Context: an optimization exercise on an open-source flow, tuned for small area, a short achievable clock period and few clock cycles per item. The choices shown serve that exercise and are no tape-out recipe.
In this exercise RTL edits were held to simulation tests only and were not proved equivalent to the original.

===== flow/config.mk =====
export PLATFORM = sky130hd
export DESIGN_NAME = ex_stage_muldiv
export DESIGN_NICKNAME = ex_stage_muldiv
export VERILOG_FILES = /design/flow/design.v
export SDC_FILE = /design/flow/constraint.sdc
export NUM_CORES = 4
export LEC_CHECK = 0
export CAP_MARGIN = 20
export CORE_MARGIN = 2
export CORE_UTILIZATION = 40
export SETUP_SLACK_MARGIN = 3.5
export SLEW_MARGIN = 20

===== flow/constraint.sdc =====
create_clock -name core_clock -period 10.0 [get_ports {clk}]
set_input_delay 2.0000 -clock core_clock [delete_from_list [all_inputs] [get_ports {clk}]]
set_output_delay 2.0000 -clock core_clock [all_outputs]
set_load 0.01 [all_outputs]

===== flow/design.v =====
module ex_stage_muldiv #(
  parameter int unsigned DATA_W  = 32,
  parameter int unsigned SHAMT_W = $clog2(DATA_W)
) (
  input  logic              clk,
  input  logic              rst_n,
  input  logic              pridictor_wrong,
  input  logic [3:0]        id_ex_alu_op,
  input  logic              id_ex_reg_dst,
  input  logic              id_ex_alu_src,
  input  logic              id_ex_mem_read,
  input  logic              id_ex_mem_write,
  input  logic              id_ex_mem_to_reg,
  input  logic              id_ex_reg_write,
  input  logic              id_ex_branch,
  input  logic              id_ex_branch_bne,
  input  logic [DATA_W-1:0] id_ex_reg_read_data1,
  input  logic [DATA_W-1:0] id_ex_reg_read_data2,
  input  logic [4:0]        id_ex_rs,
  input  logic [4:0]        id_ex_rt,
  input  logic [4:0]        id_ex_rd,
  input  logic [DATA_W-1:0] id_ex_sign_extended,
  input  logic [DATA_W-1:0] ex_mem_alu_result,
  input  logic [DATA_W-1:0] wb_write_data,
  input  logic [4:0]        ex_mem_rd,
  input  logic [4:0]        mem_wb_rd,
  input  logic              ex_mem_reg_write_in,
  input  logic              mem_wb_reg_write,
  output logic [DATA_W-1:0] ex_mem_alu_result_out,
  output logic [DATA_W-1:0] ex_mem_reg_read_data2,
  output logic [4:0]        ex_mem_rd_out,
  output logic              ex_mem_mem_read,
  output logic              ex_mem_mem_write,
  output logic              ex_mem_mem_to_reg,
  output logic              ex_mem_reg_write,
  output logic              ex_mem_branch,
  output logic              ex_mem_branch_bne,
  output logic [4:0]        id_ex_rt_out,
  output logic              id_ex_mem_read_out,
  output logic              ex_stall,
  output logic              md_busy
);
  localparam int unsigned W = 32;
  logic [5:0] funct;
  logic [4:0] shamt;
  logic       is_r, is_md, is_mf, flush, bubble, keep;
  assign flush = pridictor_wrong;
  assign funct = id_ex_sign_extended[5:0];
  assign shamt = id_ex_sign_extended[10:6];
  assign is_r  = (id_ex_alu_op == 4'b0010);
  assign is_md = is_r && (funct[5:2] == 4'b0110);
  assign is_mf = is_r && (funct[5:2] == 4'b0100) && !funct[0];
  assign ex_stall           = !flush && md_busy && (is_md || is_mf);
  assign id_ex_rt_out       = flush ? 5'd0 : id_ex_rt;
  assign id_ex_mem_read_out = flush ? 1'b0 : id_ex_mem_read;
  assign bubble = flush || ex_stall || is_md;
  assign keep   = !bubble;
  logic sel_a_ex, sel_a_wb, sel_b_ex, sel_b_wb;
  logic [W-1:0] fwd_a, fwd_b, alu_b;
  assign sel_a_ex = ex_mem_reg_write_in && (ex_mem_rd != 5'd0) && (ex_mem_rd == id_ex_rs);
  assign sel_a_wb = mem_wb_reg_write && (mem_wb_rd != 5'd0) && (mem_wb_rd == id_ex_rs);
  assign sel_b_ex = ex_mem_reg_write_in && (ex_mem_rd != 5'd0) && (ex_mem_rd == id_ex_rt);
  assign sel_b_wb = mem_wb_reg_write && (mem_wb_rd != 5'd0) && (mem_wb_rd == id_ex_rt);
  assign fwd_a = sel_a_ex ? ex_mem_alu_result : (sel_a_wb ? wb_write_data : id_ex_reg_read_data1);
  assign fwd_b = sel_b_ex ? ex_mem_alu_result : (sel_b_wb ? wb_write_data : id_ex_reg_read_data2);
  assign alu_b = id_ex_alu_src ? id_ex_sign_extended : fwd_b;
  logic op_add, op_sub, op_and, op_or, op_xor, op_nor, op_slt, op_sltu;
  logic op_sll, op_srl, op_sra, op_hi, op_lo;
  always_comb begin
    {op_add, op_sub, op_and, op_or, op_xor, op_nor, op_slt, op_sltu} = '0;
    {op_sll, op_srl, op_sra, op_hi, op_lo} = '0;
    if (is_r) begin
      case (funct)
        6'b100000, 6'b100001: op_add  = 1'b1;
        6'b100010, 6'b100011: op_sub  = 1'b1;
        6'b100100:            op_and  = 1'b1;
        6'b100101:            op_or   = 1'b1;
        6'b100110:            op_xor  = 1'b1;
        6'b100111:            op_nor  = 1'b1;
        6'b101010:            op_slt  = 1'b1;
        6'b101011:            op_sltu = 1'b1;
        6'b000000:            op_sll  = 1'b1;
        6'b000010:            op_srl  = 1'b1;
        6'b000011:            op_sra  = 1'b1;
        6'b010000:            op_hi   = 1'b1;
        6'b010010:            op_lo   = 1'b1;
        default: ;
      endcase
    end else begin
      case (id_ex_alu_op)
        4'b0000, 4'b0100: op_add = 1'b1;
        4'b0001:          op_sub = 1'b1;
        4'b0101:          op_and = 1'b1;
        4'b0110:          op_or  = 1'b1;
        4'b0111:          op_slt = 1'b1;
        4'b1000:          op_xor = 1'b1;
        default: ;
      endcase
    end
  end
  logic         sub;
  logic [W:0]   sum;
  logic         lt_s, lt_u;
  assign sub  = op_sub || op_slt || op_sltu;
  pfx_add #(.W(W)) u_alu_add (.a(fwd_a), .b(alu_b ^ {W{sub}}), .ci(sub), .s(sum[W-1:0]), .co(sum[W]));
  assign lt_u = !sum[W];
  assign lt_s = (fwd_a[W-1] ^ alu_b[W-1]) ? fwd_a[W-1] : sum[W-1];
  logic [W-1:0] sh_in, sh_out, sh_rev;
  logic         sh_fill;
  always_comb begin
    for (int i = 0; i < W; i++) sh_in[i] = op_sll ? fwd_b[W-1-i] : fwd_b[i];
  end
  assign sh_fill = op_sra && fwd_b[W-1];
  assign sh_out  = W'($signed({sh_fill, sh_in}) >>> shamt);
  always_comb begin
    for (int i = 0; i < W; i++) sh_rev[i] = sh_out[W-1-i];
  end
  logic [W-1:0] hi_q, lo_q, alu_res;
  always_comb begin
    alu_res = ({W{keep && (op_add || op_sub)}} & sum[W-1:0])
            | ({W{keep && op_and}} & (fwd_a & alu_b))
            | ({W{keep && op_or }} & (fwd_a | alu_b))
            | ({W{keep && op_xor}} & (fwd_a ^ alu_b))
            | ({W{keep && op_nor}} & ~(fwd_a | alu_b))
            | ({W{keep && (op_srl || op_sra)}} & sh_out)
            | ({W{keep && op_sll}} & sh_rev)
            | ({W{keep && op_hi }} & hi_q)
            | ({W{keep && op_lo }} & lo_q);
    alu_res[0] = alu_res[0] | (keep && op_slt && lt_s) | (keep && op_sltu && lt_u);
  end
  always_ff @(posedge clk or negedge rst_n) begin
    if (!rst_n) begin
      ex_mem_alu_result_out <= '0;
      ex_mem_reg_read_data2 <= '0;
      ex_mem_rd_out         <= '0;
      ex_mem_mem_read       <= 1'b0;
      ex_mem_mem_write      <= 1'b0;
      ex_mem_mem_to_reg     <= 1'b0;
      ex_mem_reg_write      <= 1'b0;
      ex_mem_branch         <= 1'b0;
      ex_mem_branch_bne     <= 1'b0;
    end else begin
      ex_mem_alu_result_out <= alu_res;
      ex_mem_reg_read_data2 <= fwd_b & {W{keep}};
      ex_mem_rd_out         <= (id_ex_reg_dst ? id_ex_rd : id_ex_rt) & {5{keep}};
      ex_mem_mem_read       <= id_ex_mem_read   && keep;
      ex_mem_mem_write      <= id_ex_mem_write  && keep;
      ex_mem_mem_to_reg     <= id_ex_mem_to_reg && keep;
      ex_mem_reg_write      <= id_ex_reg_write  && keep;
      ex_mem_branch         <= id_ex_branch     && keep;
      ex_mem_branch_bne     <= id_ex_branch_bne && keep;
    end
  end
  localparam int unsigned WA = W + 3;
  logic         busy_q, m_div_q, m_mul_q, m_nl_q, m_hi_q;    
  logic         hinv_q;                                      
  logic         dv_q, sg_q, an_q, qn_q, dneg_q, fixu_q, nega_q, bp_q;
  logic [3:0]   cnt_q;
  logic [W-1:0] d_q;
  logic         accept;
  assign md_busy = busy_q;
  assign accept  = is_md && !flush && !busy_q;
  logic [WA-1:0] bx, x1, y1, s1, x2, y2, s2;
  logic [W-1:0]  n1, n2;
  logic          g1, g2;
  logic          en1, two1, inv1, c1, en2, two2, inv2, c2;
  assign bx = {{3{sg_q && d_q[W-1]}}, d_q};
  logic [2:0] bd1, bd2;
  assign bd1 = {lo_q[1], lo_q[0], bp_q};
  assign bd2 = {lo_q[3], lo_q[2], lo_q[1]};
  always_comb begin
    en1  = 1'b0; two1 = 1'b0; inv1 = 1'b0; c1 = 1'b0;
    if (m_div_q) begin
      en1 = 1'b1; inv1 = !dneg_q; c1 = !dneg_q;
    end else if (m_mul_q) begin
      en1  = (bd1 != 3'b000) && (bd1 != 3'b111);
      two1 = (bd1 == 3'b011) || (bd1 == 3'b100);
      inv1 = bd1[2];
      c1   = en1 && bd1[2];
    end else if (m_hi_q) begin
      en1 = !hinv_q; c1 = hinv_q;
    end else if (m_nl_q) begin
      c1 = 1'b1;
    end
    en2  = 1'b0; two2 = 1'b0; inv2 = 1'b0; c2 = 1'b0;
    if (m_div_q) begin
      en2 = 1'b1; inv2 = !dneg_q; c2 = !dneg_q;
    end else begin
      en2  = (bd2 != 3'b000) && (bd2 != 3'b111);
      two2 = (bd2 == 3'b011) || (bd2 == 3'b100);
      inv2 = bd2[2];
      c2   = en2 && bd2[2];
    end
  end
  assign x1 = ({WA{m_div_q}} & {2'b00, hi_q, lo_q[W-1]})
            | ({WA{m_mul_q || m_hi_q}} & ({{3{hi_q[W-1]}}, hi_q} ^ {WA{m_hi_q && hinv_q}}))
            | ({WA{m_nl_q}} & {3'b111, ~lo_q});
  assign y1 = {WA{en1}} & ((two1 ? {bx[WA-2:0], 1'b0} : bx) ^ {WA{inv1}});
  pfx_add #(.W(WA)) u_add1 (.a(x1), .b(y1), .ci(c1), .s(s1), .co());
  assign g1 = !s1[WA-1];
  assign n1 = g1 ? s1[W-1:0] : x1[W-1:0];
  assign x2 = m_div_q ? {2'b00, n1, lo_q[W-2]} : {{2{s1[WA-1]}}, s1[WA-1:2]};
  assign y2 = {WA{en2}} & ((two2 ? {bx[WA-2:0], 1'b0} : bx) ^ {WA{inv2}});
  pfx_add #(.W(WA)) u_add2 (.a(x2), .b(y2), .ci(c2), .s(s2), .co());
  assign g2 = !s2[WA-1];
  assign n2 = g2 ? s2[W-1:0] : x2[W-1:0];
  logic [WA-1:0] yd, xk, sk;
  logic          skip;
  assign yd   = bx ^ {WA{!dneg_q}};
  assign xk   = {3'b000, hi_q[W-9:0], lo_q[W-1:W-8]};
  pfx_add #(.W(WA)) u_addk (.a(xk), .b(yd), .ci(!dneg_q), .s(sk), .co());
  assign skip = (hi_q[W-1:W-8] == '0) && sk[WA-1] && (cnt_q <= 4'd11);
  always_ff @(posedge clk) begin
    if (accept) d_q <= fwd_b;
  end
  logic to_nl, to_nh, to_fx, div_end, mul_end;
  assign to_nl   = dv_q && qn_q && (d_q != '0);
  assign to_nh   = dv_q && an_q;
  assign to_fx   = !dv_q && fixu_q;
  assign div_end = (cnt_q == 4'd15);
  assign mul_end = (cnt_q == 4'd7);
  always_ff @(posedge clk or negedge rst_n) begin
    if (!rst_n) begin
      busy_q  <= 1'b0;
      m_div_q <= 1'b0;
      m_mul_q <= 1'b0;
      m_nl_q  <= 1'b0;
      m_hi_q  <= 1'b0;
      hinv_q  <= 1'b0;
      nega_q  <= 1'b0;
      cnt_q   <= '0;
      bp_q    <= 1'b0;
      dv_q    <= 1'b0;
      sg_q    <= 1'b0;
      an_q    <= 1'b0;
      qn_q    <= 1'b0;
      dneg_q  <= 1'b0;
      fixu_q  <= 1'b0;
      hi_q    <= '0;
      lo_q    <= '0;
    end else if (accept) begin
      busy_q  <= 1'b1;
      dv_q    <= funct[1];
      sg_q    <= !funct[0];
      an_q    <= !funct[0] && fwd_a[W-1];
      qn_q    <= !funct[0] && (fwd_a[W-1] ^ fwd_b[W-1]);
      dneg_q  <= funct[1] && !funct[0] && fwd_b[W-1];
      fixu_q  <= funct[0] && fwd_a[W-1];
      nega_q  <= funct[1] && !funct[0] && fwd_a[W-1];
      m_nl_q  <= funct[1] && !funct[0] && fwd_a[W-1];
      m_div_q <= funct[1] && !(!funct[0] && fwd_a[W-1]);
      m_mul_q <= !funct[1];
      m_hi_q  <= 1'b0;
      hinv_q  <= 1'b0;
      cnt_q   <= '0;
      bp_q    <= 1'b0;
      hi_q    <= '0;
      lo_q    <= fwd_a;
    end else if (busy_q) begin
      if (m_div_q) begin
        if (skip) begin
          cnt_q <= cnt_q + 4'd4;
          hi_q  <= {hi_q[W-9:0], lo_q[W-1:W-8]};
          lo_q  <= {lo_q[W-9:0], 8'd0};
        end else begin
          cnt_q <= cnt_q + 4'd1;
          hi_q  <= n2;
          lo_q  <= {lo_q[W-3:0], g1, g2};
          if (div_end) begin
            m_div_q <= 1'b0;
            m_nl_q  <= to_nl;
            m_hi_q  <= !to_nl && to_nh;
            hinv_q  <= 1'b1;
            busy_q  <= to_nl || to_nh;
          end
        end
      end else if (m_mul_q) begin
        cnt_q <= cnt_q + 4'd1;
        bp_q  <= lo_q[3];
        hi_q  <= s2[W+1:2];
        lo_q  <= {s2[1:0], s1[1:0], lo_q[W-1:4]};
        if (mul_end) begin
          m_mul_q <= 1'b0;
          m_hi_q  <= to_fx;
          hinv_q  <= 1'b0;
          busy_q  <= to_fx;
        end
      end else if (m_nl_q) begin
        lo_q    <= s1[W-1:0];
        nega_q  <= 1'b0;
        m_nl_q  <= 1'b0;
        m_div_q <= nega_q;
        m_hi_q  <= !nega_q && an_q;
        hinv_q  <= 1'b1;
        busy_q  <= nega_q || an_q;
      end else begin
        hi_q    <= s1[W-1:0];
        m_hi_q  <= 1'b0;
        busy_q  <= 1'b0;
      end
    end
  end
endmodule
module pfx_add #(parameter int W = 32) (
  input  logic [W-1:0] a, b,
  input  logic         ci,
  output logic [W-1:0] s,
  output logic         co
);
  localparam int L = $clog2(W);
  logic [W-1:0] x, g, p, gn, pn;
  assign x = a ^ b;
  always_comb begin
    g = a & b;
    p = x;
    g[0] = (a[0] & b[0]) | (x[0] & ci);
    for (int l = 0; l < L; l++) begin
      gn = g;
      pn = p;
      for (int i = (1 << l); i < W; i++) begin
        gn[i] = g[i] | (p[i] & g[i - (1 << l)]);
        pn[i] = p[i] & p[i - (1 << l)];
      end
      g = gn;
      p = pn;
    end
  end
  assign s  = x ^ {g[W-2:0], ci};
  assign co = g[W-1];
endmodule

===== flow/flow/run.sh =====
#!/bin/bash
# Standard layout, except that the port buffers are buf_2 cells rather than the
# delay-cell buffers buffer_ports picks by default.
set -euo pipefail
export BUFFER_PORTS_ARGS="-buffer_cell sky130_fd_sc_hd__buf_2"
bash standard.sh > standard_flow.log 2>&1

===== flow/standard.sh =====
#!/bin/bash
# synth_recipe.tcl (not shown) runs the flow's synth.tcl, then flattens the netlist and writes it again
# the make line also repeats each setting of config.mk as NAME=value (left out here)
make -C /OpenROAD-flow-scripts/flow DESIGN_CONFIG=/design/flow/config.mk WORK_HOME=/design/flow/orfs CLKGATE_MAP_FILE= SYNTH_SCRIPT=/design/flow/synth_recipe.tcl "${@:-finish}"

==> impl_results.md, run 1 <==
- Mapped cell area: 0.0255 mm2
- Smallest setup slack after layout: about 2800 ps
- Synthesized instance count: about 3.3k
- Hold-fix buffers at CTS: 0
- Number of nets in the layout: 4061
- # Max-Cap Violations: 0
- Final setup fails: 0
- Flops & latches, synth: ~190
- Relative slew slack: 16.0%
- Port buffer count: between 200 and 300
- CTS sink count: 189
- Cell chosen for the clock root: clkbuf_16
- I/O pins: 285
- Placer congestion estimate: about 1.0
- Number of core rows: a little over 90
- Detailed-route via count: 29.4k
- Area contributors post-synth: dfrtp_1 (15%), mux2i_1 (11%), ha_1 (9.6%)
- Pin count of the biggest net entering global routing: 80
- Initial DRT Pass Iterations: 8
- Crit path time final: 7210 ps
- Setup Slack @ Placement: 1300 ps
- Post-detailed-routing wire length: about 130 mm
- Max-slew violations: 0
- Share of final-layout standard cells stronger than drive strength 1: a little under a quarter
- Proportion of netlist area held by the largest area contributor: 15.4%
- Post-Synthesis Net Count: ~3.7k
- Number of antenna violations at the first check in global routing: 6
- Synth cell types: 94
- Final hold viol count: 0
- Hold WC Path Type: flip-flop to flip-flop
- Share of flip-flops with an asynchronous set or reset after synthesis: 83.1%
- Delay contributed by the slowest stage of the critical path: about 520 ps
- Drt via density: ~6.5
- Mean instance size in the synthesized netlist: 7.68 um2
- Number of synthesis warnings: 3
- CP Capture Type: flip-flop
- Avg WL per Cell: ~29 um
- Clock Skews: ~19 ps
- Outcome: finished clean
- Final routed DRC violation total: 0
- Arrival time at the worst endpoint: roughly 7600 ps
- Worst path required time: 10410 ps
- Count of antenna-violating nets left after detailed routing: 0
- Prevailing post-synth register cell: dfrtp_1
- Largest fanout on the critical path: 17
- Leftover overflow at the end of global routing: 0
- Global-route wire length before repair: roughly 190 mm
- Die footprint: 0.0658 mm2
- Starting density of the core: roughly 40%
- Post-route clock period utilization: 72.1%
- Setup repair after global routing missed its margin: yes
- Post-Place Cells: roughly 4.3k
- Number of global-route vias before repair: roughly 27k
- CTS H-tree depth: 4
- X dimension of the die: 257 um
- Fmax: approximately 0.14 GHz
- Area added between synthesis and finish: 24.2%
- Number of design-rule violations left by the first detailed-router iteration: 4204
- TritonCTS clock tree: yes
- Final sum of negative setup slack: 0 ps
- Overall fraction of global-route tracks in use: between 30 and 40%
- Biggest area consumer among synthesized cells: dfrtp_1
- Filler Cell Count: between 6k and 7k
- Actual transition at the worst max-transition pin: approximately 1200 ps
- Kind of start point of the critical path: flip-flop
- Floorplan core area: about 0.063 mm2
- Final standard cell count with taps included and fillers excluded: 4521
- Inserted Clock Buffers: 17
- Die height: between 200 and 300 um
- Clock Latency Late Sink: ~530 ps
- Half-perimeter wire length after detailed placement: 95.6 mm
- Sequential element share of the synthesized area: between 10% and 20%
- CP max-delay cell: dfrtp_4
- Clock slew at reported path FFs: 80 ps
- EDFF count, synth: 32
- Crit Path Category: flip-flop to flip-flop
- Max Buffers Root-to-Sink: 2
## cells in the final DEF (no fill, tap or decap), types with 15 or more instances in the layout
cell type,synthesis,routed
a211oi_1,68,60
a21o_1,84,83
a21oi_1,290,250
a21oi_2,2,37
a221o_1,40,37
a221oi_1,36,27
a222oi_1,21,21
a22oi_1,26,25
a31oi_1,24,21
and2_1,42,39
buf_2,9,283
buf_4,0,197
buf_6,0,24
clkbuf_16,0,20
dfrtp_1,157,150
edfxtp_1,32,32
ha_1,195,172
ha_2,0,20
inv_1,145,140
mux2i_1,291,274
nand2_1,288,279
nand2b_1,51,50
nand3_1,42,40
nand4_1,31,31
nor2_1,356,341
nor2b_1,27,24
nor3_1,31,24
nor4_1,25,15
o211ai_1,50,50
o21a_1,27,23
o21ai_0,207,169
o21ai_1,13,33
o221ai_1,35,25
o22ai_1,17,16
xnor2_1,156,149
xor2_1,71,66
## cell usage after synthesis (7+ instances only)
| library cell | instances |
|---|---|
| nor2_1 | 356 |
| mux2i_1 | 291 |
| a21oi_1 | 290 |
| nand2_1 | 288 |
| o21ai_0 | 207 |
| ha_1 | 195 |
| clkbuf_1 | 175 |
| dfrtp_1 | 157 |
| xnor2_1 | 156 |
| inv_1 | 145 |
| a21o_1 | 84 |
| xor2_1 | 71 |
| a211oi_1 | 68 |
| nand2b_1 | 51 |
| o211ai_1 | 50 |
| and2_1 | 42 |
| nand3_1 | 42 |
| a221o_1 | 40 |
| buf_1 | 40 |
| a221oi_1 | 36 |
| o221ai_1 | 35 |
| edfxtp_1 | 32 |
| nand4_1 | 31 |
| nor3_1 | 31 |
| nor2b_1 | 27 |
| o21a_1 | 27 |
| a22oi_1 | 26 |
| nor4_1 | 25 |
| a31oi_1 | 24 |
| a222oi_1 | 21 |
| o22ai_1 | 17 |
| o31ai_1 | 16 |
| and3_1 | 15 |
| o21ai_1 | 13 |
| mux2_2 | 12 |
| o21bai_1 | 12 |
| or3_1 | 12 |
| or4_1 | 11 |
| buf_2 | 9 |
| a311oi_1 | 8 |
| nor3b_1 | 8 |
| a211o_1 | 7 |
| a41oi_1 | 7 |
## per-layer routing
layer | global-route usage [%] | share of wire, % | up-vias
li1 | - | - | 12900
met1 | 48.3 | 38 | 13900
met2 | 56.4 | 42 | 2027
met3 | 9.62 | 12 | 505
met4 | 25.9 | 8.5 | 6
met5 | 0 | 0.035 | -
## per-stage QoR
stage	hold WS, ps	utilization [%]	instance area [um2]
2_1_floorplan	442	-	25700
3_3_place_gp	464	44.6	28100
3_5_place_dp	463	44.6	28100
4_1_cts	480	48.7	30700
5_1_grt	540	50.2	31700
6_report	491	50.2	31700
## cell families (layout without fill, tap and decap cells)
family / after synthesis / after routing / synth area share, %
AOI/OAI and AO/OA: 1059 / 1059 / 27.7
xor gates and xnor gates: 227 / 227 / 7.79
adders and majority gates: 200 / 200 / 9.95
buffers and inverters: 373 / 715 / 5.53
DFF: 189 / 189 / 19.2
muxes: 311 / 315 / 12.5
other: 0 / 3 / 0
and+or+nand+nor: 965 / 967 / 17.3
## area by class of cell
class	count	area, um2	share of cell area, %
Timing Repair Buffer	535	3900	12.3
Sequential cell	189	4900	15.5
Clock buffer	22	485	1.53
Tap cell	846	1060	3.34
Antenna cell	3	7.51	0.0237
Multi-Input combinational cell	2768	20700	65.2
Clock inverter	10	101	0.320
Inverter	148	562	1.77
## path summary, 6_finish.rpt
path / from / to / slack [ps] / cells after the start
worst min register to register: fixu_q$_DFFE_PN0P_ / fixu_q$_DFFE_PN0P_ / 490 / 2
max in group asynchronous: rst_n / m_div_q$_DFFE_PN0P_ / 6520 / 3
worst max-delay path: m_div_q$_DFFE_PN0P_ / hi_q[24]$_DFFE_PN0P_ / 2790 / 31
min in group asynchronous: rst_n / ex_mem_reg_read_data2[20]$_DFF_PN0_ / 1460 / 1
worst max register to register: m_div_q$_DFFE_PN0P_ / hi_q[24]$_DFFE_PN0P_ / 2790 / 31
worst min-delay path: fixu_q$_DFFE_PN0P_ / fixu_q$_DFFE_PN0P_ / 490 / 2
## critical path: cells and delay by family, from the launching register on
family,cells,cell delay (ps)
adder cells (fa/ha/maj),2,630
AO/OA/AOI/OAI,11,2510
flip-flops,1,520
multiplexers,2,660
AND/OR/NAND/NOR,11,2000
buffers and inverters,5,770
## timing repair
item,CTS,global route
cloned,17,2
buffers inserted,89,49
pin swaps,71,57
gates resized for setup,227,122
setup endpoints to repair,43,44
Testbench counts, summed over its fixed seeds: cycles 7,077, instrs 4,816.
==> run 2, diff against run 1 <==
==> flow/run.sh (new file) <==
#!/bin/bash
# synth_recipe.tcl (not shown) runs the flow's synth.tcl, then flattens the netlist and writes it again
# the make line also repeats each setting of config.mk as NAME=value (left out here)
make -C /OpenROAD-flow-scripts/flow DESIGN_CONFIG=/design/flow/config.mk WORK_HOME=/design/flow/orfs CLKGATE_MAP_FILE= SYNTH_SCRIPT=/design/flow/synth_recipe.tcl finish
removed: flow/flow/run.sh
removed: flow/standard.sh
==> run 2 against run 1 <==
Net effect: wire length fell by 1.2%; still clean on timing, DRC and antenna; synthesized area did not move; maximum frequency barely moved; worst setup slack improved by 6.5 ps; non-clock buffer count fell by 2; critical endpoint is now hi_q[25]$_DFFE_PN0P_; synthesized cell count did not move; register-to-register slack barely moved; clock skew fell by 0.58 ps; highest routed layer unchanged.
==> impl_results.md, run 2 <==
- Number of design-rule violations left by the first detailed-router iteration: approximately 4.1k
- Launch point of the worst reg-to-reg path: m_div_q$_DFFE_PN0P_
- Final sum of negative setup slack: 0 ps
- Die footprint: roughly 0.066 mm2
- EDFF count, synth: 32
- Final setup fails: 0
- Number of core rows: 92
- Combinational family with the most area after synthesis: compound AO/OA/AOI/OAI gates
- Share of flip-flops with an asynchronous set or reset after synthesis: between 80 and 90%
- Register-to-Register Path Depth: 29
- Hold-fix buffers at CTS: 0
- Area contributors post-synth: dfrtp_1 (15%), mux2i_1 (11%), ha_1 (9.6%)
- Worst reg2reg endpoint: hi_q[25]$_DFFE_PN0P_
- Final hold viol count: 0
- Prevailing post-synth register cell: dfrtp_1
- Stages on worst setup path: 29
- Flops & latches, synth: roughly 190
- TritonCTS clock tree: yes
- Max-slew violations: 0
- Sequential cell area in the final layout: 0.00490 mm2
- Inserted Clock Buffers: 17
- CP max-delay cell: dfrtp_4
- Actual transition at the worst max-transition pin: 1150 ps
- Number of nets in the layout: 4060
- Crit Path Category: flip-flop to flip-flop
- Buf+Inv Stages, Crit Path: 4
- Clock slew at reported path FFs: roughly 80 ps
- Floorplan core area: 0.0631 mm2
- Most instantiated library cell after synthesis: nor2_1
- Adder and majority cell fraction of the synthesized area: roughly 10%
- Fmax: 0.139 GHz
- Beginning of the worst hold path: fixu_q$_DFFE_PN0P_
- Sequential element share of the synthesized area: between 10% and 20%
- Cell chosen for the clock root: clkbuf_16
- Clock Skews: approximately 18 ps
- Half-perimeter wire length after detailed placement: about 96 mm
- Cell family contributing the most delay on the critical path: compound AO/OA/AOI/OAI gates
- I/O pins: between 200 and 300
- CTS sink count: ~190
- Crit path time final: 7210 ps
- Mean instance size in the synthesized netlist: 7.68 um2
- Max Buffers Root-to-Sink: 2
- Area share of and/or/nand/nor cells after synthesis: ~17%
- Largest fanout on the critical path: 7
- Area of combinational cells with multiple inputs: 0.0209 mm2
- Proportion of netlist area held by the largest area contributor: ~15%
- X dimension of the die: ~260 um
- Arrival time at the worst endpoint: 7630 ps
- Worst path required time: 10420 ps
- Delay contributed by the slowest stage of the critical path: ~540 ps
- Leftover overflow at the end of global routing: 0
- Clock Latency Late Sink: roughly 530 ps
- Xor and xnor fraction of the mapped netlist area: 7.79%
- Hold WC Path Type: flip-flop to flip-flop
- Leading cell type in the layout, fill and taps excluded: nor2_1
- Ranking of synthesized cells by instance count: nor2_1 (356), mux2i_1 (291), a21oi_1 (290)
- Mapped cell area: between 0.02 and 0.03 mm2
- Post-Synthesis Net Count: about 3.7k
- Portion of netlist area occupied by mux cells: between 10% and 20%
- Overall fraction of global-route tracks in use: approximately 38%
- Filler Cell Count: 6127
- Area added between synthesis and finish: 30.0%
- Detailed-route via count: around 29k
- Number of global-route vias before repair: 27.1k
- Final routed DRC violation total: 0
- Setup repair after global routing missed its margin: yes
- Synthesized instance count: ~3.3k
- Post-detailed-routing wire length: 129 mm
- Share of final-layout standard cells stronger than drive strength 1: between 10% and 20%
- Drt via density: ~6.5
- Depth of the worst hold-timing path: 2
- CP Capture Type: flip-flop
- Pin count of the biggest net entering global routing: 85
- Avg WL per Cell: around 28 um
- # Max-Cap Violations: 0
- Die height: about 260 um
- Setup crit start: m_div_q$_DFFE_PN0P_
- Initial DRT Pass Iterations: 10
- Highest-count cells in the layout ignoring fill and taps: nor2_1 (336), nand2_1 (279), mux2i_1 (267), clkdlybuf4s50_1 (261), a21oi_1 (250)
- Placer congestion estimate: 1.04
- Outcome: finished clean
- Min-Delay Endpoint: fixu_q$_DFFE_PN0P_
- Synth cell types: between 90 and 100
- Global-route wire length before repair: 185 mm
- Relative slew slack: 22.8%
- CTS H-tree depth: 4
- Register-to-register setup slack: between 2000 and 3000 ps
- Port buffer count: 284
- Starting density of the core: 40.5%
- Kind of start point of the critical path: flip-flop
- Number of antenna violations at the first check in global routing: 4
- Compound-cell area share of the yosys netlist: 27.7%
- Number of synthesis warnings: 3
- Biggest area consumer among synthesized cells: dfrtp_1
- Post-route clock period utilization: 72.1%
- Count of antenna-violating nets left after detailed routing: 0
==> run 2: cell counts after synthesis <==
Identical to the previous run, type by type.
==> run 2: layer usage <==
metal	part of all wire [%]	track usage, %	wire length (um)
met5	0.0093	0	12
met4	8.4	25.6	10800
met3	10	8.10	13100
met2	42	56.7	54300
met1	39	48.9	50400
==> run 2: cells by family after synthesis <==
| kind of cell | after synthesis |
|---|---|
| adder cells (fa/ha/maj) | 200 |
| XOR/XNOR | 227 |
| AND/OR/NAND/NOR | 965 |
| AO/OA/AOI/OAI | 1059 |
| buffers and inverters | 373 |
| multiplexers | 311 |
| flip-flops | 189 |
==> run 2: per-stage QoR <==
| step | instance area (um2) | cells | setup slack, ps | utilization, % | hold slack (ps) |
|---|---|---|---|---|---|
| after floorplan | 25700 | 3324 | 2470 | - | 442 |
| after global placement | 29500 | 4332 | 1010 | 46.8 | 454 |
| after detailed placement | 29500 | 4332 | 887 | 46.8 | 469 |
| after CTS | 32200 | 4471 | 3020 | 51.0 | 486 |
| after global routing | 33200 | 4519 | 2560 | 52.6 | 516 |
| final | 33200 | 4521 | 2790 | 52.6 | 483 |
==> run 2: cell type report <==
| cell class | instances | area share [%] |
|---|---|---|
| flip-flops and latches | 189 | 14.8 |
| well taps | 846 | 3.19 |
| repair buffers | 533 | 15.6 |
| clock buffers | 19 | 1.30 |
| clock inverters | 13 | 0.445 |
| multi-input cells | 2769 | 62.9 |
| inverters | 148 | 1.70 |
| diodes | 4 | 0.0302 |
==> run 2: worst max path at each step <==
stage	end	slack, ps
after floorplan	hi_q[25]$_DFFE_PN0P_	2470
after global placement	hi_q[24]$_DFFE_PN0P_	1010
after detailed placement	hi_q[24]$_DFFE_PN0P_	890
after CTS	hi_q[22]$_DFFE_PN0P_	3020
after global routing	hi_q[22]$_DFFE_PN0P_	2560
final	hi_q[25]$_DFFE_PN0P_	2790
==> run 2: repair_timing <==
action	in CTS	in global routing
gates cloned	14	1
pin swaps	93	65
setup buffers	93	44
gates resized for setup	270	136
setup endpoints to repair	58	47
==> run 2: worst register-to-register path, delay by kind of cell, from the launching register on <==
family	cells	cell delay, ps
AO/OA/AOI/OAI	14	3880
adder cells (fa/ha/maj)	3	910
AND/OR/NAND/NOR	5	560
flip-flops	1	540
buffers and inverters	4	510
multiplexers	2	480
XOR/XNOR	1	230
==> run 3, diff against run 2 <==
--- a/flow/design.v
+++ b/flow/design.v
@@ -157,53 +157,27 @@
   logic         dv_q, sg_q, an_q, qn_q, dneg_q, fixu_q, nega_q, bp_q;
   logic [3:0]   cnt_q;
   logic [W-1:0] d_q;
+  logic         p1_q, p2_q, n1_q, n2_q, q1_q, q2_q, r1_q, r2_q, cx_q;
   logic         accept;
   assign md_busy = busy_q;
   assign accept  = is_md && !flush && !busy_q;
-  logic [WA-1:0] bx, x1, y1, s1, x2, y2, s2;
-  logic [W-1:0]  n1, n2;
+  logic [WA-1:0] bx, bx2, x1, y1, s1, x2, y2, s2;
+  logic [W-1:0]  m1, m2;
   logic          g1, g2;
-  logic          en1, two1, inv1, c1, en2, two2, inv2, c2;
-  assign bx = {{3{sg_q && d_q[W-1]}}, d_q};
-  logic [2:0] bd1, bd2;
-  assign bd1 = {lo_q[1], lo_q[0], bp_q};
-  assign bd2 = {lo_q[3], lo_q[2], lo_q[1]};
-  always_comb begin
-    en1  = 1'b0; two1 = 1'b0; inv1 = 1'b0; c1 = 1'b0;
-    if (m_div_q) begin
-      en1 = 1'b1; inv1 = !dneg_q; c1 = !dneg_q;
-    end else if (m_mul_q) begin
-      en1  = (bd1 != 3'b000) && (bd1 != 3'b111);
-      two1 = (bd1 == 3'b011) || (bd1 == 3'b100);
-      inv1 = bd1[2];
-      c1   = en1 && bd1[2];
-    end else if (m_hi_q) begin
-      en1 = !hinv_q; c1 = hinv_q;
-    end else if (m_nl_q) begin
-      c1 = 1'b1;
-    end
-    en2  = 1'b0; two2 = 1'b0; inv2 = 1'b0; c2 = 1'b0;
-    if (m_div_q) begin
-      en2 = 1'b1; inv2 = !dneg_q; c2 = !dneg_q;
-    end else begin
-      en2  = (bd2 != 3'b000) && (bd2 != 3'b111);
-      two2 = (bd2 == 3'b011) || (bd2 == 3'b100);
-      inv2 = bd2[2];
-      c2   = en2 && bd2[2];
-    end
-  end
+  assign bx  = {{3{sg_q && d_q[W-1]}}, d_q};
+  assign bx2 = {bx[WA-2:0], 1'b0};
   assign x1 = ({WA{m_div_q}} & {2'b00, hi_q, lo_q[W-1]})
             | ({WA{m_mul_q || m_hi_q}} & ({{3{hi_q[W-1]}}, hi_q} ^ {WA{m_hi_q && hinv_q}}))
             | ({WA{m_nl_q}} & {3'b111, ~lo_q});
-  assign y1 = {WA{en1}} & ((two1 ? {bx[WA-2:0], 1'b0} : bx) ^ {WA{inv1}});
-  pfx_add #(.W(WA)) u_add1 (.a(x1), .b(y1), .ci(c1), .s(s1), .co());
+  assign y1 = ({WA{p1_q}} & bx) | ({WA{p2_q}} & bx2) | ({WA{n1_q}} & ~bx) | ({WA{n2_q}} & ~bx2);
+  pfx_add #(.W(WA)) u_add1 (.a(x1), .b(y1), .ci(n1_q || n2_q || cx_q), .s(s1), .co());
   assign g1 = !s1[WA-1];
-  assign n1 = g1 ? s1[W-1:0] : x1[W-1:0];
-  assign x2 = m_div_q ? {2'b00, n1, lo_q[W-2]} : {{2{s1[WA-1]}}, s1[WA-1:2]};
-  assign y2 = {WA{en2}} & ((two2 ? {bx[WA-2:0], 1'b0} : bx) ^ {WA{inv2}});
-  pfx_add #(.W(WA)) u_add2 (.a(x2), .b(y2), .ci(c2), .s(s2), .co());
+  assign m1 = g1 ? s1[W-1:0] : x1[W-1:0];
+  assign x2 = m_div_q ? {2'b00, m1, lo_q[W-2]} : {{2{s1[WA-1]}}, s1[WA-1:2]};
+  assign y2 = ({WA{q1_q}} & bx) | ({WA{q2_q}} & bx2) | ({WA{r1_q}} & ~bx) | ({WA{r2_q}} & ~bx2);
+  pfx_add #(.W(WA)) u_add2 (.a(x2), .b(y2), .ci(r1_q || r2_q), .s(s2), .co());
   assign g2 = !s2[WA-1];
-  assign n2 = g2 ? s2[W-1:0] : x2[W-1:0];
+  assign m2 = g2 ? s2[W-1:0] : x2[W-1:0];
   logic [WA-1:0] yd, xk, sk;
   logic          skip;
   assign yd   = bx ^ {WA{!dneg_q}};
@@ -219,6 +193,104 @@
   assign to_fx   = !dv_q && fixu_q;
   assign div_end = (cnt_q == 4'd15);
   assign mul_end = (cnt_q == 4'd7);
+  logic         busy_d, m_div_d, m_mul_d, m_nl_d, m_hi_d, hinv_d, nega_d, bp_d;
+  logic         dv_d, sg_d, an_d, qn_d, dneg_d, fixu_d;
+  logic [3:0]   cnt_d;
+  logic [W-1:0] hi_d, lo_d;
+  logic [3:0]   nb;        
+  always_comb begin
+    busy_d = busy_q; m_div_d = m_div_q; m_mul_d = m_mul_q; m_nl_d = m_nl_q; m_hi_d = m_hi_q;
+    hinv_d = hinv_q; nega_d = nega_q; bp_d = bp_q; cnt_d = cnt_q;
+    dv_d = dv_q; sg_d = sg_q; an_d = an_q; qn_d = qn_q; dneg_d = dneg_q; fixu_d = fixu_q;
+    hi_d = hi_q; lo_d = lo_q;
+    nb = lo_q[7:4];
+    if (accept) begin
+      busy_d  = 1'b1;
+      dv_d    = funct[1];
+      sg_d    = !funct[0];
+      an_d    = !funct[0] && fwd_a[W-1];
+      qn_d    = !funct[0] && (fwd_a[W-1] ^ fwd_b[W-1]);
+      dneg_d  = funct[1] && !funct[0] && fwd_b[W-1];
+      fixu_d  = funct[0] && fwd_a[W-1];
+      nega_d  = funct[1] && !funct[0] && fwd_a[W-1];
+      m_nl_d  = funct[1] && !funct[0] && fwd_a[W-1];
+      m_div_d = funct[1] && !(!funct[0] && fwd_a[W-1]);
+      m_mul_d = !funct[1];
+      m_hi_d  = 1'b0;
+      hinv_d  = 1'b0;
+      cnt_d   = '0;
+      bp_d    = 1'b0;
+      hi_d    = '0;
+      lo_d    = fwd_a;
+      nb      = fwd_a[3:0];
+    end else if (busy_q) begin
+      if (m_div_q) begin
+        if (skip) begin
+          cnt_d = cnt_q + 4'd4;
+          hi_d  = {hi_q[W-9:0], lo_q[W-1:W-8]};
+          lo_d  = {lo_q[W-9:0], 8'd0};
+        end else begin
+          cnt_d = cnt_q + 4'd1;
+          hi_d  = m2;
+          lo_d  = {lo_q[W-3:0], g1, g2};
+          if (div_end) begin
+            m_div_d = 1'b0;
+            m_nl_d  = to_nl;
+            m_hi_d  = !to_nl && to_nh;
+            hinv_d  = 1'b1;
+            busy_d  = to_nl || to_nh;
+          end
+        end
+      end else if (m_mul_q) begin
+        cnt_d = cnt_q + 4'd1;
+        bp_d  = lo_q[3];
+        hi_d  = s2[W+1:2];
+        lo_d  = {s2[1:0], s1[1:0], lo_q[W-1:4]};
+        if (mul_end) begin
+          m_mul_d = 1'b0;
+          m_hi_d  = to_fx;
+          hinv_d  = 1'b0;
+          busy_d  = to_fx;
+        end
+      end else if (m_nl_q) begin
+        lo_d    = s1[W-1:0];
+        nega_d  = 1'b0;
+        m_nl_d  = 1'b0;
+        m_div_d = nega_q;
+        m_hi_d  = !nega_q && an_q;
+        hinv_d  = 1'b1;
+        busy_d  = nega_q || an_q;
+      end else begin
+        hi_d    = s1[W-1:0];
+        m_hi_d  = 1'b0;
+        busy_d  = 1'b0;
+      end
+    end
+  end
+  logic [2:0] bd1, bd2;
+  logic       p1_d, p2_d, n1_d, n2_d, q1_d, q2_d, r1_d, r2_d, cx_d;
+  assign bd1 = {nb[1], nb[0], bp_d};
+  assign bd2 = {nb[3], nb[2], nb[1]};
+  always_comb begin
+    {p1_d, p2_d, n1_d, n2_d, q1_d, q2_d, r1_d, r2_d, cx_d} = '0;
+    if (m_div_d) begin
+      p1_d = dneg_d;  n1_d = !dneg_d;
+      q1_d = dneg_d;  r1_d = !dneg_d;
+    end else if (m_mul_d) begin
+      p1_d = (bd1 == 3'b001) || (bd1 == 3'b010);
+      p2_d = (bd1 == 3'b011);
+      n2_d = (bd1 == 3'b100);
+      n1_d = (bd1 == 3'b101) || (bd1 == 3'b110);
+      q1_d = (bd2 == 3'b001) || (bd2 == 3'b010);
+      q2_d = (bd2 == 3'b011);
+      r2_d = (bd2 == 3'b100);
+      r1_d = (bd2 == 3'b101) || (bd2 == 3'b110);
+    end else if (m_hi_d) begin
+      p1_d = !hinv_d; cx_d = hinv_d;
+    end else if (m_nl_d) begin
+      cx_d = 1'b1;
+    end
+  end
   always_ff @(posedge clk or negedge rst_n) begin
     if (!rst_n) begin
       busy_q  <= 1'b0;
@@ -238,66 +310,27 @@
       fixu_q  <= 1'b0;
       hi_q    <= '0;
       lo_q    <= '0;
-    end else if (accept) begin
-      busy_q  <= 1'b1;
-      dv_q    <= funct[1];
-      sg_q    <= !funct[0];
-      an_q    <= !funct[0] && fwd_a[W-1];
-      qn_q    <= !funct[0] && (fwd_a[W-1] ^ fwd_b[W-1]);
-      dneg_q  <= funct[1] && !funct[0] && fwd_b[W-1];
-      fixu_q  <= funct[0] && fwd_a[W-1];
-      nega_q  <= funct[1] && !funct[0] && fwd_a[W-1];
-      m_nl_q  <= funct[1] && !funct[0] && fwd_a[W-1];
-      m_div_q <= funct[1] && !(!funct[0] && fwd_a[W-1]);
-      m_mul_q <= !funct[1];
-      m_hi_q  <= 1'b0;
-      hinv_q  <= 1'b0;
-      cnt_q   <= '0;
-      bp_q    <= 1'b0;
-      hi_q    <= '0;
-      lo_q    <= fwd_a;
-    end else if (busy_q) begin
-      if (m_div_q) begin
-        if (skip) begin
-          cnt_q <= cnt_q + 4'd4;
-          hi_q  <= {hi_q[W-9:0], lo_q[W-1:W-8]};
-          lo_q  <= {lo_q[W-9:0], 8'd0};
-        end else begin
-          cnt_q <= cnt_q + 4'd1;
-          hi_q  <= n2;
-          lo_q  <= {lo_q[W-3:0], g1, g2};
-          if (div_end) begin
-            m_div_q <= 1'b0;
-            m_nl_q  <= to_nl;
-            m_hi_q  <= !to_nl && to_nh;
-            hinv_q  <= 1'b1;
-            busy_q  <= to_nl || to_nh;
-          end
-        end
-      end else if (m_mul_q) begin
-        cnt_q <= cnt_q + 4'd1;
-        bp_q  <= lo_q[3];
-        hi_q  <= s2[W+1:2];
-        lo_q  <= {s2[1:0], s1[1:0], lo_q[W-1:4]};
-        if (mul_end) begin
-          m_mul_q <= 1'b0;
-          m_hi_q  <= to_fx;
-          hinv_q  <= 1'b0;
-          busy_q  <= to_fx;
-        end
-      end else if (m_nl_q) begin
-        lo_q    <= s1[W-1:0];
-        nega_q  <= 1'b0;
-        m_nl_q  <= 1'b0;
-        m_div_q <= nega_q;
-        m_hi_q  <= !nega_q && an_q;
-        hinv_q  <= 1'b1;
-        busy_q  <= nega_q || an_q;
-      end else begin
-        hi_q    <= s1[W-1:0];
-        m_hi_q  <= 1'b0;
-        busy_q  <= 1'b0;
-      end
+      {p1_q, p2_q, n1_q, n2_q, q1_q, q2_q, r1_q, r2_q, cx_q} <= '0;
+    end else begin
+      busy_q  <= busy_d;
+      m_div_q <= m_div_d;
+      m_mul_q <= m_mul_d;
+      m_nl_q  <= m_nl_d;
+      m_hi_q  <= m_hi_d;
+      hinv_q  <= hinv_d;
+      nega_q  <= nega_d;
+      cnt_q   <= cnt_d;
+      bp_q    <= bp_d;
+      dv_q    <= dv_d;
+      sg_q    <= sg_d;
+      an_q    <= an_d;
+      qn_q    <= qn_d;
+      dneg_q  <= dneg_d;
+      fixu_q  <= fixu_d;
+      hi_q    <= hi_d;
+      lo_q    <= lo_d;
+      {p1_q, p2_q, n1_q, n2_q, q1_q, q2_q, r1_q, r2_q, cx_q} <=
+        {p1_d, p2_d, n1_d, n2_d, q1_d, q2_d, r1_d, r2_d, cx_d};
     end
   end
 endmodule
==> flow/flow/run.sh (new file) <==
#!/bin/bash
# Standard layout, except that the port buffers are buf_2 cells rather than the
# delay-cell buffers buffer_ports picks by default.
set -euo pipefail
export BUFFER_PORTS_ARGS="-buffer_cell sky130_fd_sc_hd__buf_2"
bash standard.sh > standard_flow.log 2>&1
==> flow/standard.sh (new file) <==
#!/bin/bash
# synth_recipe.tcl (not shown) runs the flow's synth.tcl, then flattens the netlist and writes it again
# the make line also repeats each setting of config.mk as NAME=value (left out here)
make -C /OpenROAD-flow-scripts/flow DESIGN_CONFIG=/design/flow/config.mk WORK_HOME=/design/flow/orfs CLKGATE_MAP_FILE= SYNTH_SCRIPT=/design/flow/synth_recipe.tcl "${@:-finish}"
removed: flow/run.sh
==> run 3 against run 2 <==
Net effect: still clean on timing, DRC and antenna; count of clock-buffer cells in the layout is 2 lower; non-clock buffer count fell by 35; critical endpoint is now hi_q[3]$_DFFE_PN0P_; largest cell class unchanged.
==> impl_results.md, run 3 <==
- Number of global-route vias before repair: between 20k and 30k
- Final hold viol count: 0
- Count of antenna-violating nets left after detailed routing: 0
- Post-Place Cells: around 4.5k
- Die height: roughly 260 um
- Depth of the worst hold-timing path: 2
- Worst path required time: about 10000 ps
- Most instantiated library cell after synthesis: nand2_1
- Number of synthesis warnings: 3
- Post-route clock period utilization: approximately 70%
- Share of final-layout standard cells stronger than drive strength 1: between 20% and 30%
- Clock Skews: 22.6 ps
- Synth cell types: 95
- CP max-delay cell: dfrtp_2
- Most frequent CP cell: buf_6
- Synthesized instance count: around 3.5k
- Max Buffers Root-to-Sink: 2
- Overall fraction of global-route tracks in use: 37.9%
- Hold slack final: 482 ps
- Actual transition at the worst max-transition pin: 1200 ps
- Area contributors post-synth: dfrtp_1 (15%), mux2i_1 (10%), ha_1 (9.0%)
- Kind of start point of the critical path: flip-flop
- Area of combinational cells with multiple inputs: between 0.02 and 0.025 mm2
- Crit Path Category: flip-flop to flip-flop
- Floorplan core area: 0.0672 mm2
- X dimension of the die: around 260 um
- Share of flip-flops with an asynchronous set or reset after synthesis: between 80% and 90%
- Final sum of negative setup slack: 0 ps
- Leftover overflow at the end of global routing: 0
- Post-Synthesis Net Count: 3946
- Smallest setup slack after layout: ~3100 ps
- Die footprint: roughly 0.07 mm2
- Prevailing post-synth register cell: dfrtp_1
- EDFF count, synth: 32
- Clock slew at reported path FFs: 100 ps
- CTS sink count: slightly below 200
- Mapped cell area: roughly 0.027 mm2
- Launch point of the worst reg-to-reg path: m_hi_q$_DFF_PN0_
- Detailed-route via count: 31.0k
- Number of design-rule violations left by the first detailed-router iteration: around 4.5k
- Sequential cell area in the final layout: 0.00513 mm2
- Hold WC Path Type: flip-flop to flip-flop
- CTS H-tree depth: 4
- CP Capture Type: flip-flop
- Beginning of the worst hold path: fixu_q$_DFFE_PN0P_
- Largest fanout on the critical path: 6
- Filler Cell Count: 6565
- Inserted Clock Buffers: 17
- Ranking of synthesized cells by instance count: nand2_1 (416), nor2_1 (304), mux2i_1 (277)
- Proportion of netlist area held by the largest area contributor: roughly 15%
- Number of antenna violations at the first check in global routing: 7
- Final standard cell count with taps included and fillers excluded: 4656
- Drt via density: about 6.7
- Register-to-Register Path Depth: 34
- Fmax: between 0.1 and 0.15 GHz
- Port buffer count: 284
- Leading cell type in the layout, fill and taps excluded: nand2_1
- Max-slew violations: 0
- Mean instance size in the synthesized netlist: approximately 7.7 um2
- Arrival time at the worst endpoint: 7300 ps
- Sequential element share of the synthesized area: between 10% and 20%
- Highest-count cells in the layout ignoring fill and taps: nand2_1 (411), nor2_1 (295), buf_2 (283), mux2i_1 (255), a21oi_1 (229)
- Number of core rows: 95
- Number of nets in the layout: between 4k and 5k
- Final setup fails: 0
- Hold-fix buffers at CTS: 0
- TritonCTS clock tree: yes
- Avg WL per Cell: roughly 30 um
- Post-detailed-routing wire length: roughly 140 mm
- Starting density of the core: between 40% and 50%
- # Max-Cap Violations: 0
- Outcome: finished clean
- Cell chosen for the clock root: clkbuf_16
- Initial DRT Pass Iterations: 8
- Relative slew slack: a little under 20%
- Flops & latches, synth: 198
- Setup crit start: m_hi_q$_DFF_PN0_
- I/O pins: 285
- Crit path time final: 6860 ps
- Setup repair after global routing missed its margin: yes
- Clock Latency Late Sink: 520 ps
- Area added between synthesis and finish: 20.2%
- Half-perimeter wire length after detailed placement: slightly above 100 mm
- Final routed DRC violation total: 0
- Biggest area consumer among synthesized cells: dfrtp_1
- Setup Slack @ Placement: 1560 ps
- Global-route wire length before repair: 196 mm
- Pin count of the biggest net entering global routing: 69
- Placer congestion estimate: just over 1
- Delay contributed by the slowest stage of the critical path: 470 ps
-- run 3: changes by cell type after synthesis, sizes merged, moves of 24 or more --
cell	change
nand2	+130
buf	+27
xor2	-38
nor2	-52
a21oi	-38
clkbuf	+49
xnor2	-24
nand2b	-30
-- run 3: metal layers --
layer	global-route usage [%]	part of all wire, %	vias up
met1	49.7	39	14700
met4	26.0	8.6	0
met5	0	0	-
met2	54.9	41	2253
met3	9.12	12	475
li1	-	-	13600
-- run 3: kinds of logic after synthesis --
kind of cell	synth area share (%)
simple gates	17.7
flops	18.9
compound gates	28.6
xor+xnor	5.33
mux	13.4
fa+ha+maj	9.42
buf+inv	6.74
-- run 3: what timing repair did --
item	CTS	global route
endpoints found under the hold margin	0	0
gates cloned	9	2
setup endpoints to repair	60	53
resized for setup	149	185
pin swaps	49	72
setup buffers	65	64
-- run 3: worst max-delay path, delay by kind of cell (launching register included) --
kind / cells / cell delay (ps)
and+or+nand+nor: 4 / 490
DFF: 1 / 470
muxes: 2 / 460
buffers and inverters: 9 / 1510
AOI/OAI and AO/OA: 17 / 3250
adders and majority gates: 2 / 560
-- run 3: area by class of cell --
class	instances	share of cell area, %
multi-input combinational	2889	67.0
sequential	198	15.7
timing repair buffer	498	10.1
tap	873	3.35
inverter	163	1.88
clock buffer	17	1.31
clock inverter	15	0.564
antenna	3	0.0230
-- run 3: per-stage QoR --
step | instance area, um2 | utilization [%]
floorplan | 27300 | -
global placement | 29200 | 43.5
detailed placement | 29200 | 43.5
CTS | 31100 | 46.4
global route | 32600 | 48.5
finish | 32600 | 48.5
-- run 3: path summary, 6_finish.rpt --
| path | to | slack, ps |
|---|---|---|
| setup / recovery | hi_q[3]$_DFFE_PN0P_ | 3140 |
| hold / removal | fixu_q$_DFFE_PN0P_ | 480 |
| setup reg to reg | hi_q[3]$_DFFE_PN0P_ | 3140 |
| hold reg to reg | fixu_q$_DFFE_PN0P_ | 480 |
| max in group asynchronous | dneg_q$_DFF_PN0_ | 6420 |
| min in group asynchronous | ex_mem_alu_result_out[25]$_DFF_PN0_ | 1450 |
Testbench counts of run 3, summed over its fixed seeds: cycles 7,077, instrs 4,816.
==> run 4, diff against run 3 <==
--- a/flow/config.mk
+++ b/flow/config.mk
@@ -8,5 +8,5 @@
 export CAP_MARGIN = 20
 export CORE_MARGIN = 2
 export CORE_UTILIZATION = 40
-export SETUP_SLACK_MARGIN = 3.5
+export SETUP_SLACK_MARGIN = 4.5
 export SLEW_MARGIN = 20
==> run 4 against run 3 <==
Net effect: first-iteration DRC count up 11%; global-route usage is 0.18 points higher; cell count up 2.8%; count of clock-buffer cells in the layout unchanged; critical path depth is 2 lower; highest routed layer unchanged.
==> impl_results.md, run 4 <==
- Post-Synthesis Net Count: just under 4k
- Max-slew violations: 0
- Detail Route met3 WL: approximately 17 mm
- Number of global-route vias before repair: just under 30k
- Synthesized instance count: roughly 3.5k
- Inserted Clock Buffers: 17
- Die height: roughly 260 um
- Final routed DRC violation total: 0
- Starting density of the core: between 40% and 50%
- Depth of the worst hold-timing path: 2
- Area contributors post-synth: dfrtp_1 (15%), mux2i_1 (10%), ha_1 (9.0%)
- Worst reg2reg endpoint: hi_q[28]$_DFFE_PN0P_
- CTS H-tree depth: 4
- Beginning of the worst hold path: fixu_q$_DFFE_PN0P_
- Final setup fails: 0
- Hold slack final: around 500 ps
- Worst path required time: 10410 ps
- I/O pins: 285
- Avg WL per Cell: a little under 30 um
- Drt via density: 6.66
- Area added between synthesis and finish: 28.8%
- Highest Signal Layer: met4
- Ranking of synthesized cells by instance count: nand2_1 (416), nor2_1 (304), mux2i_1 (277)
- Initial DRT Pass Iterations: 9
- Final sum of negative setup slack: 0 ps
- Final hold viol count: 0
- Crit Path Category: flip-flop to flip-flop
- Xor and xnor fraction of the mapped netlist area: about 5.3%
- Most instantiated library cell after synthesis: nand2_1
- Leftover overflow at the end of global routing: 0
- Mapped cell area: between 0.02 and 0.03 mm2
- Cell chosen for the clock root: clkbuf_16
- Outcome: finished clean
- Relative slew slack: a little over a quarter
- Metal1 wirelength: 52.9 mm
- Clock slew at reported path FFs: about 90 ps
- Post-route core utilization: 52.0%
- Portion of netlist area occupied by mux cells: between 10 and 15%
- CP Capture Type: flip-flop
- Fmax: approximately 0.14 GHz
- Met2 WL post-DR: ~56 mm
- Combinational family with the most area after synthesis: compound AO/OA/AOI/OAI gates
- Kind of start point of the critical path: flip-flop
- Highest-count cells in the layout ignoring fill and taps: nand2_1 (410), nor2_1 (287), buf_2 (280), buf_4 (250), mux2i_1 (241)
- Port buffer count: 284
- Arrival time at the worst endpoint: roughly 7300 ps
- Half-perimeter wire length after detailed placement: 98.3 mm
- Leading cell type in the layout, fill and taps excluded: nand2_1
- Number of synthesis warnings: 3
- EDFF count, synth: 32
- Synth cell types: 95
- Prevailing post-synth register cell: dfrtp_1
- Register-to-Register Path Depth: 32
- Post-detailed-routing wire length: between 100 and 150 mm
- Global-route wire length before repair: a little under 200 mm
- TritonCTS clock tree: yes
- Biggest area consumer among synthesized cells: dfrtp_1
- Hold WC Path Type: flip-flop to flip-flop
- Delay contributed by the slowest stage of the critical path: 460 ps
- Register-to-register setup slack: approximately 3000 ps
- Number of antenna violations at the first check in global routing: 11
- Max Buffers Root-to-Sink: 2
- Post-route clock period utilization: around 69%
- Die footprint: between 0.06 and 0.07 mm2
- Clock Skews: 23.4 ps
- Flops & latches, synth: 198
- Mean instance size in the synthesized netlist: 7.65 um2
- Actual transition at the worst max-transition pin: around 1100 ps
- Placer congestion estimate: a little over 1
- Setup crit start: m_hi_q$_DFF_PN0_
- # Max-Cap Violations: 0
- Clock Latency Late Sink: 520 ps
- CTS sink count: approximately 200
- Proportion of netlist area held by the largest area contributor: 15.3%
- Launch point of the worst reg-to-reg path: m_hi_q$_DFF_PN0_
- Worst setup path endpoint: hi_q[28]$_DFFE_PN0P_
- Number of nets in the layout: between 4k and 5k
- Sequential element share of the synthesized area: 18.9%
- X dimension of the die: 264 um
- Detailed-route via count: between 30k and 40k
- Hold-fix buffers at CTS: 0
- Cell area after layout: roughly 0.035 mm2
- Placed Instance Area: 0.0295 mm2
- Setup repair after global routing missed its margin: yes
- Area share of and/or/nand/nor cells after synthesis: roughly 18%
- CP max-delay cell: dfrtp_2
- Count of antenna-violating nets left after detailed routing: 0
- Floorplan core area: roughly 0.067 mm2
- Share of final-layout standard cells stronger than drive strength 1: between 20% and 30%
- Number of core rows: 95
- Adder and majority cell fraction of the synthesized area: under 10%
- Compound-cell area share of the yosys netlist: 28.6%
- Pin count of the biggest net entering global routing: 76
- Share of flip-flops with an asynchronous set or reset after synthesis: between 80 and 90%
- Overall fraction of global-route tracks in use: 38.1%
- Number of design-rule violations left by the first detailed-router iteration: between 5k and 6k
- Crit path time final: 6940 ps
- Largest fanout on the critical path: 8
[run 4: per-stage QoR]
step                      worst slack (ps)  cells
final                                 3060   4786
after global routing                  2870   4782
after CTS                             3230   4695
after detailed placement              1870   4492
after global placement                1880   4492
after floorplan                       3530   3543
[run 4: cell families after synthesis]
group                      after synthesis
AOI/OAI and AO/OA                     1125
and+or+nand+nor                       1059
buffers and inverters                  464
muxes                                  331
adders and majority gates              201
DFF                                    198
xor gates and xnor gates               165
[run 4: what timing repair did]
action | CTS | global route
gates resized for setup | 329 | 232
gates cloned | 14 | 2
pin swaps | 134 | 150
setup endpoints to repair | 67 | 69
buffers inserted | 157 | 80
[run 4: cell type report]
| cell class | instances | area (um2) |
|---|---|---|
| fill | 6309 | 32300 |
| multi-input combinational | 2891 | 22900 |
| sequential | 198 | 5130 |
| timing repair buffer | 620 | 4590 |
| tap | 873 | 1090 |
| inverter | 163 | 616 |
| clock buffer | 17 | 425 |
| clock inverter | 15 | 153 |
| antenna | 9 | 22.5 |
[run 4: critical path, delay by kind of cell (launching register included)]
kind | cells | cell delay [ps]
compound gates | 13 | 2710
fa+ha+maj | 2 | 590
buf+inv | 10 | 1400
flops | 1 | 460
mux | 3 | 670
simple gates | 4 | 980
[run 4: worst min-delay path by stage]
stage,end,slack (ps)
3_5_place_dp,fixu_q$_DFFE_PN0P_,480
4_1_cts,fixu_q$_DFFE_PN0P_,500
3_3_place_gp,fixu_q$_DFFE_PN0P_,470
5_1_grt,qn_q$_DFFE_PN0P_,550
2_1_floorplan,qn_q$_DFFE_PN0P_,450
6_report,fixu_q$_DFFE_PN0P_,500
[run 4: layer usage]
metal  up-vias  GRT usage, %
met2      2374          54.8
met4         0          26.9
li1      13800             -
met3       578          8.80
met5         -             0
met1     15100          50.1
==> run 5, diff against run 4 <==
--- a/flow/config.mk
+++ b/flow/config.mk
@@ -8,5 +8,5 @@
 export CAP_MARGIN = 20
 export CORE_MARGIN = 2
 export CORE_UTILIZATION = 40
-export SETUP_SLACK_MARGIN = 4.5
+export SETUP_SLACK_MARGIN = 3.0
 export SLEW_MARGIN = 20
==> run 5 against run 4 <==
Net effect: global-route usage is 1.8 points lower; die area is the same; count of clock-buffer cells in the layout increased by 2; critical path depth down 2; cell count decreased by 3.9%; worst hold slack improved by 0.77 ps; first-iteration DRC count is 11% lower; flip-flop and latch count unchanged; clock skew down 4.2 ps.
==> impl_results.md, run 5 <==
- Detailed-route via count: just over 30k
- Flops & latches, synth: 198
- Floorplan core area: ~0.067 mm2
- Prevailing post-synth register cell: dfrtp_1
- Clock Latency Late Sink: approximately 500 ps
- Min-Delay Endpoint: qn_q$_DFFE_PN0P_
- Detail Route met3 WL: 13.7 mm
- I/O pins: about 290
- Clock slew at reported path FFs: approximately 80 ps
- Post-detailed-routing wire length: approximately 130 mm
- Actual transition at the worst max-transition pin: about 1100 ps
- Leading cell type in the layout, fill and taps excluded: nand2_1
- Number of synthesis warnings: 3
- Cell chosen for the clock root: clkbuf_16
- Hold-fix buffers at CTS: 0
- Final routed DRC violation total: 0
- Overall fraction of global-route tracks in use: 36.3%
- Register-to-Register Path Depth: 30
- Post-Synthesis Net Count: around 4k
- Initial DRT Pass Iterations: 8
- CTS H-tree depth: 4
- Metal1 wirelength: ~53 mm
- Clock Skews: 19.2 ps
- Final hold viol count: 0
- Worst path required time: 10400 ps
- Die height: about 260 um
- Crit path time final: a little under 7000 ps
- Number of design-rule violations left by the first detailed-router iteration: 4498
- Inserted Clock Buffers: 17
- Starting density of the core: between 40 and 50%
- Most instantiated library cell after synthesis: nand2_1
- Outcome: finished clean
- Final sum of negative setup slack: 0 ps
- Count of antenna-violating nets left after detailed routing: 0
- Ranking of synthesized cells by instance count: nand2_1 (416), nor2_1 (304), mux2i_1 (277)
- Share of final-layout standard cells stronger than drive strength 1: between 15 and 20%
- Biggest area consumer among synthesized cells: dfrtp_1
- Area added between synthesis and finish: 14.5%
- Highest Signal Layer: met5
- Register-to-register setup slack: slightly above 3000 ps
- Delay contributed by the slowest stage of the critical path: 750 ps
- Largest fanout on the critical path: 24
- Pin count of the biggest net entering global routing: 74
- Cell area after layout: just over 0.03 mm2
- # Max-Cap Violations: 0
- Placed Instance Area: approximately 0.03 mm2
==> run 5: kinds of logic (layout without fill, tap and decap cells) <==
group           after synthesis  in the layout  synth area share [%]
mux                         331            331                  13.4
other cells                   0              3                     0
fa+ha+maj                   201            201                  9.42
xor+xnor                    165            165                  5.33
flops                       198            198                  18.9
buf+inv                     464            640                  6.74
simple gates               1059           1062                  17.7
compound gates             1125           1126                  28.6
==> run 5: per-stage QoR <==
| stage | cells | utilization, % | hold WS, ps | setup slack, ps |
|---|---|---|---|---|
| 2_1_floorplan | 3543 | - | 449 | 3050 |
| 3_3_place_gp | 4496 | 43.5 | 475 | 1980 |
| 3_5_place_dp | 4496 | 43.5 | 489 | 1780 |
| 4_1_cts | 4565 | 45.3 | 506 | 3000 |
| 5_1_grt | 4599 | 46.2 | 535 | 2890 |
| 6_report | 4599 | 46.2 | 498 | 3120 |
==> run 5: cell type report <==
cell class	count	area (um2)	area share [%]
antenna	3	7.51	0.0242
clock buffer	19	454	1.46
clock inverter	13	188	0.604
inverter	163	612	1.97
multi-input combinational	2885	20800	67.1
sequential	198	5120	16.5
tap	873	1090	3.52
timing repair buffer	445	2730	8.78
==> run 5: what timing repair did <==
action / in CTS / in global routing
gates resized for setup: 57 / 89
setup buffers: 33 / 28
cloned: 4 / 2
hold endpoints to repair: 0 / 0
pin swaps: 15 / 36
setup endpoints to repair: 41 / 48
==> run 5: how the worst max path moves through the flow <==
stage                 startpoint                                   to  slack (ps)  cells past startpoint
2_1_floorplan  m_div_q$_DFF_PN0_                 hi_q[28]$_DFFE_PN0P_        3050                     28
3_3_place_gp        ex_mem_rd[1]   ex_mem_alu_result_out[0]$_DFF_PN0_        1980                     20
3_5_place_dp        ex_mem_rd[1]   ex_mem_alu_result_out[0]$_DFF_PN0_        1780                     20
4_1_cts             mem_wb_rd[1]  ex_mem_alu_result_out[28]$_DFF_PN0_        3000                     19
5_1_grt         m_hi_q$_DFF_PN0_                 hi_q[31]$_DFFE_PN0P_        2890                     32
6_report        m_hi_q$_DFF_PN0_                 hi_q[28]$_DFFE_PN0P_        3120                     30
==> run 5: layer usage <==
layer | vias to the layer above | global-route usage [%]
li1 | 13400 | -
met1 | 14400 | 49.6
met2 | 1977 | 52.0
met3 | 386 | 6.58
met4 | 2 | 24.3
met5 | - | 0
==> run 5: critical path: cells and delay by family (launching register included) <==
family          cells  cell delay [ps]
mux                 2              490
simple gates        8             1140
compound gates     12             2130
buf+inv             4              720
fa+ha+maj           3             1140
flops               1              410
xor+xnor            1              750

afterwards: timing with drivers on the ports:
How much do the figures lean on ideal ports? The routed layouts below were timed once more, with nothing changed but the port constraints.
Step 1: set_driving_cell puts a clkbuf_16 on clk and a buf_2 on each other input, an assumption about the parent block.
Step 2 times the ports against the registers' clock, not the clock port: input delays grow and output delays shrink by t, the midpoint of the rising clock arrivals with the driver on.
Slacks: no drivers / after step 1 / after step 2; pairs: no drivers / after step 1.
| run | shift t [ns] | setup slack, ns | clock arrival spread, ns | worst slew at a driven data input, ns | cell pins on the clock port's net |
|---|---|---|---|---|---|
| run 1 | 0.583 | 2.787 / 2.787 / 2.787 | 0.021 / 0.021 | 0.10 | 1 |
| run 2 | 0.591 | 2.794 / 2.794 / 2.794 | 0.019 / 0.019 | 0.09 | 1 |
| run 3 | 0.562 | 3.137 / 3.137 / 3.036 | 0.029 / 0.029 | 0.08 | 1 |
| run 4 | 0.562 | 3.063 / 3.063 / 3.063 | 0.023 / 0.023 | 0.11 | 1 |
| run 5 | 0.560 | 3.116 / 3.116 / 2.582 | 0.020 / 0.020 | 0.08 | 1 |
After both steps every run listed still meets setup and hold. The setup slack of run 5, which loses most, moves by 0.000 ns with the drivers and by -0.534 ns with both steps.
